Source: an optimization exercise on an open RTL-to-GDS flow (aim: a short achievable clock period and few clock cycles). Production flows keep margins and buffers that such runs may drop. Function was checked by simulation only, so behaviour that the tests miss may differ from the original. No activity file was given, so power comes from the tool's default toggle rates.

[config.mk]
export PLATFORM = sky130hd
export DESIGN_NAME = mips_mc
export DESIGN_NICKNAME = mips_mc
export VERILOG_FILES = /design/flow/design.v
export SDC_FILE = /design/flow/constraint.sdc
export NUM_CORES = 4
export LEC_CHECK = 0
export CAP_MARGIN = 20
export CORE_MARGIN = 2
export CORE_UTILIZATION = 40
export SLEW_MARGIN = 20
[run.sh]
#!/bin/bash
# synth_recipe.tcl (not shown) runs the flow's synth.tcl, then flattens the netlist and writes it again
# the make line also repeats each setting of config.mk as NAME=value (left out here)
make -C /OpenROAD-flow-scripts/flow DESIGN_CONFIG=/design/flow/config.mk WORK_HOME=/design/flow/orfs CLKGATE_MAP_FILE= SYNTH_SCRIPT=/design/flow/synth_recipe.tcl finish
[design.v]
module mips_mc #(
  parameter logic [31:0] RESET_PC = 32'h0000_3000
) (
  input  logic        clk,
  input  logic        rst,
  output logic        mem_req,
  output logic        mem_we,
  output logic [31:0] mem_addr,
  output logic [31:0] mem_wdata,
  input  logic [31:0] mem_rdata,
  input  logic        mem_ready,
  output logic [31:0] pc,
  output logic        retire,
  output logic        trap
);
  typedef enum logic [2:0] {
    S_FETCH, S_DECODE, S_EXEC, S_MEM, S_WB, S_TRAP
  } state_t;
  typedef enum logic [3:0] {
    OP_ADDU, OP_SUBU, OP_AND, OP_OR, OP_SLT, OP_SLL,
    OP_ADDIU, OP_ORI, OP_LUI, OP_LW, OP_SW, OP_BEQ,
    OP_J, OP_JAL, OP_JR, OP_BAD
  } op_t;
  state_t      state_q, state_d;
  logic [31:0] pc_q, pc_d;
  logic [31:0] ir_q, ir_d;
  logic [31:0] a_q, a_d;
  logic [31:0] b_q, b_d;
  logic [31:0] alu_q, alu_d;
  logic [31:0] mdr_q, mdr_d;
  logic        retire_q, retire_d;
  logic        trap_q, trap_d;
  logic [31:0] rf_q [32];
  logic [5:0]  opc, fn;
  logic [4:0]  rs, rt, rd, sh;
  logic [15:0] imm;
  logic [31:0] sext, zext, jtgt;
  logic [31:0] rs_val, rt_val, alu_res;
  op_t         op;
  logic        rf_we;
  logic [4:0]  rf_wa;
  logic [31:0] rf_wd;
  assign opc  = ir_q[31:26];
  assign rs   = ir_q[25:21];
  assign rt   = ir_q[20:16];
  assign rd   = ir_q[15:11];
  assign sh   = ir_q[10:6];
  assign fn   = ir_q[5:0];
  assign imm  = ir_q[15:0];
  assign sext = {{16{imm[15]}}, imm};
  assign zext = {16'h0000, imm};
  assign jtgt = {pc_q[31:28], ir_q[25:0], 2'b00};
  assign rs_val = (rs == 5'd0) ? 32'h0 : rf_q[rs];
  assign rt_val = (rt == 5'd0) ? 32'h0 : rf_q[rt];
  always_comb begin
    op = OP_BAD;
    unique case (opc)
      6'h00: begin
        unique case (fn)
          6'h21:   op = OP_ADDU;
          6'h23:   op = OP_SUBU;
          6'h24:   op = OP_AND;
          6'h25:   op = OP_OR;
          6'h2a:   op = OP_SLT;
          6'h00:   op = OP_SLL;
          6'h08:   op = OP_JR;
          default: op = OP_BAD;
        endcase
      end
      6'h09:   op = OP_ADDIU;
      6'h0d:   op = OP_ORI;
      6'h0f:   op = OP_LUI;
      6'h23:   op = OP_LW;
      6'h2b:   op = OP_SW;
      6'h04:   op = OP_BEQ;
      6'h02:   op = OP_J;
      6'h03:   op = OP_JAL;
      default: op = OP_BAD;
    endcase
  end
  always_comb begin
    alu_res = 32'h0;
    unique case (op)
      OP_ADDU:                alu_res = a_q + b_q;
      OP_SUBU:                alu_res = a_q - b_q;
      OP_AND:                 alu_res = a_q & b_q;
      OP_OR:                  alu_res = a_q | b_q;
      OP_SLT:                 alu_res = {31'h0, $signed(a_q) < $signed(b_q)};
      OP_SLL:                 alu_res = b_q << sh;
      OP_ADDIU, OP_LW, OP_SW: alu_res = a_q + sext;
      OP_ORI:                 alu_res = a_q | zext;
      OP_LUI:                 alu_res = {imm, 16'h0000};
      OP_JAL:                 alu_res = pc_q;
      default:                alu_res = 32'h0;
    endcase
  end
  always_comb begin
    state_d  = state_q;
    pc_d     = pc_q;
    ir_d     = ir_q;
    a_d      = a_q;
    b_d      = b_q;
    alu_d    = alu_q;
    mdr_d    = mdr_q;
    retire_d = 1'b0;
    trap_d   = trap_q;
    rf_we    = 1'b0;
    unique case (state_q)
      S_FETCH: begin
        if (mem_ready) begin
          ir_d    = mem_rdata;
          pc_d    = pc_q + 32'd4;
          state_d = S_DECODE;
        end
      end
      S_DECODE: begin
        a_d = rs_val;
        b_d = rt_val;
        if (op == OP_BAD) begin
          state_d = S_TRAP;
          trap_d  = 1'b1;
        end else begin
          state_d = S_EXEC;
        end
      end
      S_EXEC: begin
        alu_d = alu_res;
        unique case (op)
          OP_BEQ: begin
            if (a_q == b_q) pc_d = pc_q + {sext[29:0], 2'b00};
            state_d  = S_FETCH;
            retire_d = 1'b1;
          end
          OP_J: begin
            pc_d     = jtgt;
            state_d  = S_FETCH;
            retire_d = 1'b1;
          end
          OP_JR: begin
            pc_d     = a_q;
            state_d  = S_FETCH;
            retire_d = 1'b1;
          end
          OP_JAL: begin
            pc_d    = jtgt;
            state_d = S_WB;
          end
          OP_LW, OP_SW: begin
            if (alu_res[1:0] != 2'b00) begin
              state_d = S_TRAP;
              trap_d  = 1'b1;
            end else begin
              state_d = S_MEM;
            end
          end
          default: state_d = S_WB;
        endcase
      end
      S_MEM: begin
        if (mem_ready) begin
          if (op == OP_SW) begin
            state_d  = S_FETCH;
            retire_d = 1'b1;
          end else begin
            mdr_d   = mem_rdata;
            state_d = S_WB;
          end
        end
      end
      S_WB: begin
        rf_we    = 1'b1;
        state_d  = S_FETCH;
        retire_d = 1'b1;
      end
      S_TRAP:  state_d = S_TRAP;
      default: state_d = S_TRAP;
    endcase
  end
  always_ff @(posedge clk or posedge rst) begin
    if (rst) begin
      state_q  <= S_FETCH;
      pc_q     <= RESET_PC;
      ir_q     <= 32'h0;
      a_q      <= 32'h0;
      b_q      <= 32'h0;
      alu_q    <= 32'h0;
      mdr_q    <= 32'h0;
      retire_q <= 1'b0;
      trap_q   <= 1'b0;
    end else begin
      state_q  <= state_d;
      pc_q     <= pc_d;
      ir_q     <= ir_d;
      a_q      <= a_d;
      b_q      <= b_d;
      alu_q    <= alu_d;
      mdr_q    <= mdr_d;
      retire_q <= retire_d;
      trap_q   <= trap_d;
    end
  end
  assign rf_wa = (op == OP_JAL) ? 5'd31 : ((opc == 6'h00) ? rd : rt);
  assign rf_wd = (op == OP_LW) ? mdr_q : alu_q;
  always_ff @(posedge clk) begin
    if (rf_we && !rst && rf_wa != 5'd0) rf_q[rf_wa] <= rf_wd;
  end
  assign mem_req   = !rst && (state_q == S_FETCH || state_q == S_MEM);
  assign mem_we    = !rst && (state_q == S_MEM) && (op == OP_SW);
  assign mem_addr  = (state_q == S_MEM) ? alu_q : pc_q;
  assign mem_wdata = b_q;
  assign pc        = pc_q;
  assign retire    = retire_q;
  assign trap      = trap_q;
endmodule
[constraint.sdc]
create_clock -name core_clock -period 7.0 [get_ports {clk}]
set_input_delay 1.4000 -clock core_clock [delete_from_list [all_inputs] [get_ports {clk}]]
set_output_delay 1.4000 -clock core_clock [all_outputs]
set_load 0.01 [all_outputs]
==> key figures <==
Run status
  – Status: no timing/DRC/antenna violations

Pwr
  – Pwr dens: ~440 nW/um^2
  – Leakage: roughly 27 nW
  – Power, Total: approximately 0.033 W
  – VDD IR max: 274 uV

Detailed routing
  – Via count: 45000
  – Routed vias/inst: approximately 6.4
  – WL per Instance: between 30 and 40 um
  – Post-route ant nets: 0
  – # DRC: 0
  – DR iter-0 viols: around 6000
  – WL final: 235 mm
  – Number of iterations in the first detailed-routing pass: 6

Placement
  – DPL Wire Length: 155 mm
  – IO buf count: ~130
  – Placement Cell Area: around 70000 um^2
  – Setup WS pre-CTS: 0.668 ns
  – RePlAce Congestion: 0.948

Critical path
  – Worst Reg-to-Reg Cells: 18
  – Crit end category: register
  – Crit path kind: register to register
  – Crit-path max FO: 16
  – WP data arrival: about 7 ns
  – Origin of the worst setup path: ir_q[30]
  – CP startpoint kind: register
  – RR Startpoint: ir_q[30]
  – CP endpoint: alu_q[26]
  – Critical path required time: 7.65 ns
  – Worst r2r dst: alu_q[26]
  – R2R Setup Slk: 0.63 ns

Layout
  – Reg area: 35700 um^2
  – Multi-input logic area: 28500 um^2
  – Area delta synth->final: 13.7%
  – Fin nets: ~4900
  – Post-Route Utilization: 0.458
  – Layout cell share with drive strength beyond 1: 0.226
  – Fin area: about 74000 um^2
  – Number of fill cells in the layout: between 10000 and 15000

Clock tree
  – Root Driver: clkbuf_16
  – Clk latency of the worst-skew pair: 0.78 ns
  – Htree depth: 4
  – CTS tree: yes
  – Total CTS buffers: between 100 and 150
  – Clock Sinks: around 1200
  – CTS max path bufs: 3
  – Cts hold-fix bufs: 0
  – Clk slew on worst S/H paths: 0.07 ns
  – Post-CTS Setup Bufs: 0
  – Resized cells post-CTS: 0

STA
  – Worst setup margin: roughly 0.63 ns
  – Slew HR: 0.257
  – Slew @ Worst Pin: around 1.1 ns
  – Final hold violations: 0
  – Slew Viols, Final: 0
  – Final Setup Violations: 0
  – Fmax: 157 MHz
  – Final period util: 0.910
  – Final min period: roughly 6.4 ns
  – RSZ-0062 raised after global routing: no
  – Setup TNS: 0 ns
  – Clock skew: about 0.029 ns

Synth
  – Synth Register Bits: 1221
  – Part of the Yosys area used for sequential elements: 0.545
  – Most used DFF post-synth: edfxtp_1
  – Async SR Flop Fraction: 0.161
  – Yosys warning total: 1
  – Post-synth EDFFs: about 1000
  – Unique masters post-synth: 87
  – Mapped Area: 65500 um^2
  – Avg Inst Size Synth: roughly 14 um^2
  – Synthesized instance count: ~4600

Die
  – Die Y: 409 um
  – Die area: 167000 um^2
  – Initial Util: 0.403
  – Ports: roughly 140
  – DIE WIDTH: between 400 and 500 um
  – Num rows: between 100 and 150
  – Core area: 163000 um^2

Global routing
  – Gr usage total: 0.279
  – Grt total ovfl: 0
  – Largest net degree at the start of global routing: 137
  – Number of global-route vias before repair: 44400
  – Antenna violations before repair: 8
  – First-pass GRT wire length: 334 mm

Run
  – Max Cap Viol: 0

Hold path
  – Hold depth: 1
  – Worst hold start: mdr_q[8]
  – Worst Hold Class: register to register
-- routing by layer --
metal	GRT usage	vias to the layer above	part of all wire
met4	0.129	2	0.049
met5	0	-	0.000055
met2	0.442	2376	0.47
met1	0.376	23500	0.40
li1	-	18600	-
met3	0.0476	462	0.085
-- state kept, by name, indices dropped and copies added, names as in the netlist --
name      cells
retire_q      1
b_q          32
alu_q        32
a_q          32
ir_q         32
pc_q         32
state_q       3
mdr_q        32
rf_q       1024
trap_q        1
-- Yosys cell counts, types with 8 or more instances --
cell type,instances,area (um^2)
nand2_1,366,1370
o21a_1,13,97.6
and3_1,24,150
nand2b_1,26,163
a21o_1,37,278
a21boi_0,9,67.6
o221ai_1,49,429
nor2_1,203,762
mux4_2,500,11300
o21ai_0,206,1030
nor2b_1,17,106
inv_1,113,424
clkbuf_1,242,908
or2_2,11,68.8
a221oi_1,79,692
o21ai_1,8,40.0
o31ai_1,25,188
a31oi_1,28,175
or4_1,8,60.1
nor4_1,8,50.1
nor3_1,54,270
o22a_1,13,114
buf_1,71,267
or3_1,16,100
xor2_1,27,236
o22ai_1,82,513
buf_2,15,75.1
edfxtp_1,1024,30700
a211oi_1,40,300
nand4_1,24,150
o211ai_1,34,255
xnor2_1,50,438
o21bai_1,13,97.6
mux2_2,159,1790
ha_1,163,2040
dfrtp_1,195,4880
mux2i_1,196,1960
a22o_1,25,219
and2_1,17,106
a21oi_1,210,1050
nand3_1,42,210
a22oi_1,23,173
a221o_1,12,120
-- report_power, final --
part / leakage (nW) / switching [W] / internal [W]
combinational: 11.5 / 0.00938 / 0.00634
sequential: 13.1 / 0.00154 / 0.00867
clock: 2.09 / 0.00300 / 0.00408
total: 26.7 / 0.0139 / 0.0191
-- stage by stage --
stage,std cells,hold slack [ns]
2_1_floorplan,4610,0.460
3_3_place_gp,6730,0.483
3_5_place_dp,6730,0.491
4_1_cts,6974,0.504
5_1_grt,6976,0.521
6_report,6977,0.504
-- layout make-up --
| class | count | share of cell area |
|---|---|---|
| Sequential cell | 1221 | 0.480 |
| Multi-Input combinational cell | 2942 | 0.384 |
| Clock buffer | 178 | 0.0490 |
| Tap cell | 2175 | 0.0366 |
| Timing Repair Buffer | 279 | 0.0363 |
| Clock inverter | 66 | 0.00883 |
| Inverter | 115 | 0.00588 |
| Antenna cell | 1 | 0.0000336 |
-- critical path: stages, from the launching register on --
cell       delay [ns]
dfrtp_1          0.49
or4_1            0.56
a2111oi_0        0.40
o21ai_1          0.30
and3_1           0.36
a21oi_2          0.74
mux2_2           0.42
ha_1             0.23
fa_1             0.44
nand3_1          0.13
a21oi_1          0.12
o21ai_0          0.44
nor2_1           0.12
o21a_1           0.27
a21o_1           0.26
a221oi_1         0.42
xnor2_1          0.12
a221oi_1         0.28
o21ai_0          0.13
-- cell families (layout without fill, tap and decap cells) --
family | Yosys count | in the layout | share of synthesized area
flops | 1221 | 1221 | 0.545
xor+xnor | 77 | 77 | 0.0103
compound gates | 966 | 966 | 0.0983
simple gates | 846 | 846 | 0.0586
buf+inv | 447 | 638 | 0.0263
mux | 855 | 855 | 0.229
other cells | 1 | 33 | 0.0000573
fa+ha+maj | 166 | 166 | 0.0321
-- layout by cell type (no fill, tap or decap), types with 22 or more instances in the layout --
master,Yosys,layout
a211oi_1,40,39
a21o_1,37,37
a21oi_1,210,209
a221oi_1,79,79
a22o_1,25,25
a22oi_1,23,23
a31oi_1,28,28
and3_1,24,24
buf_12,0,22
buf_4,1,121
clkbuf_1,242,37
clkbuf_16,0,139
clkdlybuf4s50_1,0,134
clkinv_1,1,24
conb_1,1,32
dfrtp_1,195,184
edfxtp_1,1024,1024
ha_1,163,163
inv_1,113,111
mux2_2,159,159
mux2i_1,196,196
mux4_2,500,500
nand2_1,366,364
nand2b_1,26,25
nand3_1,42,42
nand4_1,24,24
nor2_1,203,168
nor2_4,0,34
nor3_1,54,49
o211ai_1,34,34
o21ai_0,206,206
o221ai_1,49,49
o22ai_1,82,82
o31ai_1,25,25
xnor2_1,50,50
xor2_1,27,27
-- how the worst min path moves through the flow --
stage	to	slack [ns]
after floorplan	alu_q[1]	0.46
after global placement	mdr_q[10]	0.48
after detailed placement	mdr_q[12]	0.49
after CTS	mdr_q[12]	0.50
after global routing	mdr_q[5]	0.52
final	mdr_q[8]	0.50
Testbench counts, summed over its fixed seeds: cycles 134,029.

## re-timing with driven ports
Ports are ideal in the flow. The routed layout listed here was re-timed in OpenROAD.
Step 1 (the two cells are an assumption about what drives the block):
set clk [get_ports {clk}]
set_driving_cell -lib_cell sky130_fd_sc_hd__clkbuf_16 $clk
set_driving_cell -lib_cell sky130_fd_sc_hd__buf_2 [delete_from_list [all_inputs] $clk]
Step 2 moves the port delays by t, midway between the first and last clock arrival at a register: inputs arrive t later, outputs are due t later. That takes back most of the time a late clock gives input paths.
Three values: ideal, step 1, step 2; two values: the first two.
shift t [ns]: 0.853
slack for setup (ns): 0.631 / 0.631 / 0.631
worst setup path at the end: register to register
slew at the worst register clock pin (ns): 0.07 / 0.07
After both steps this run still meets setup and hold. The setup slack of this run moves by 0.000 ns with the drivers and by 0.000 ns with both steps.
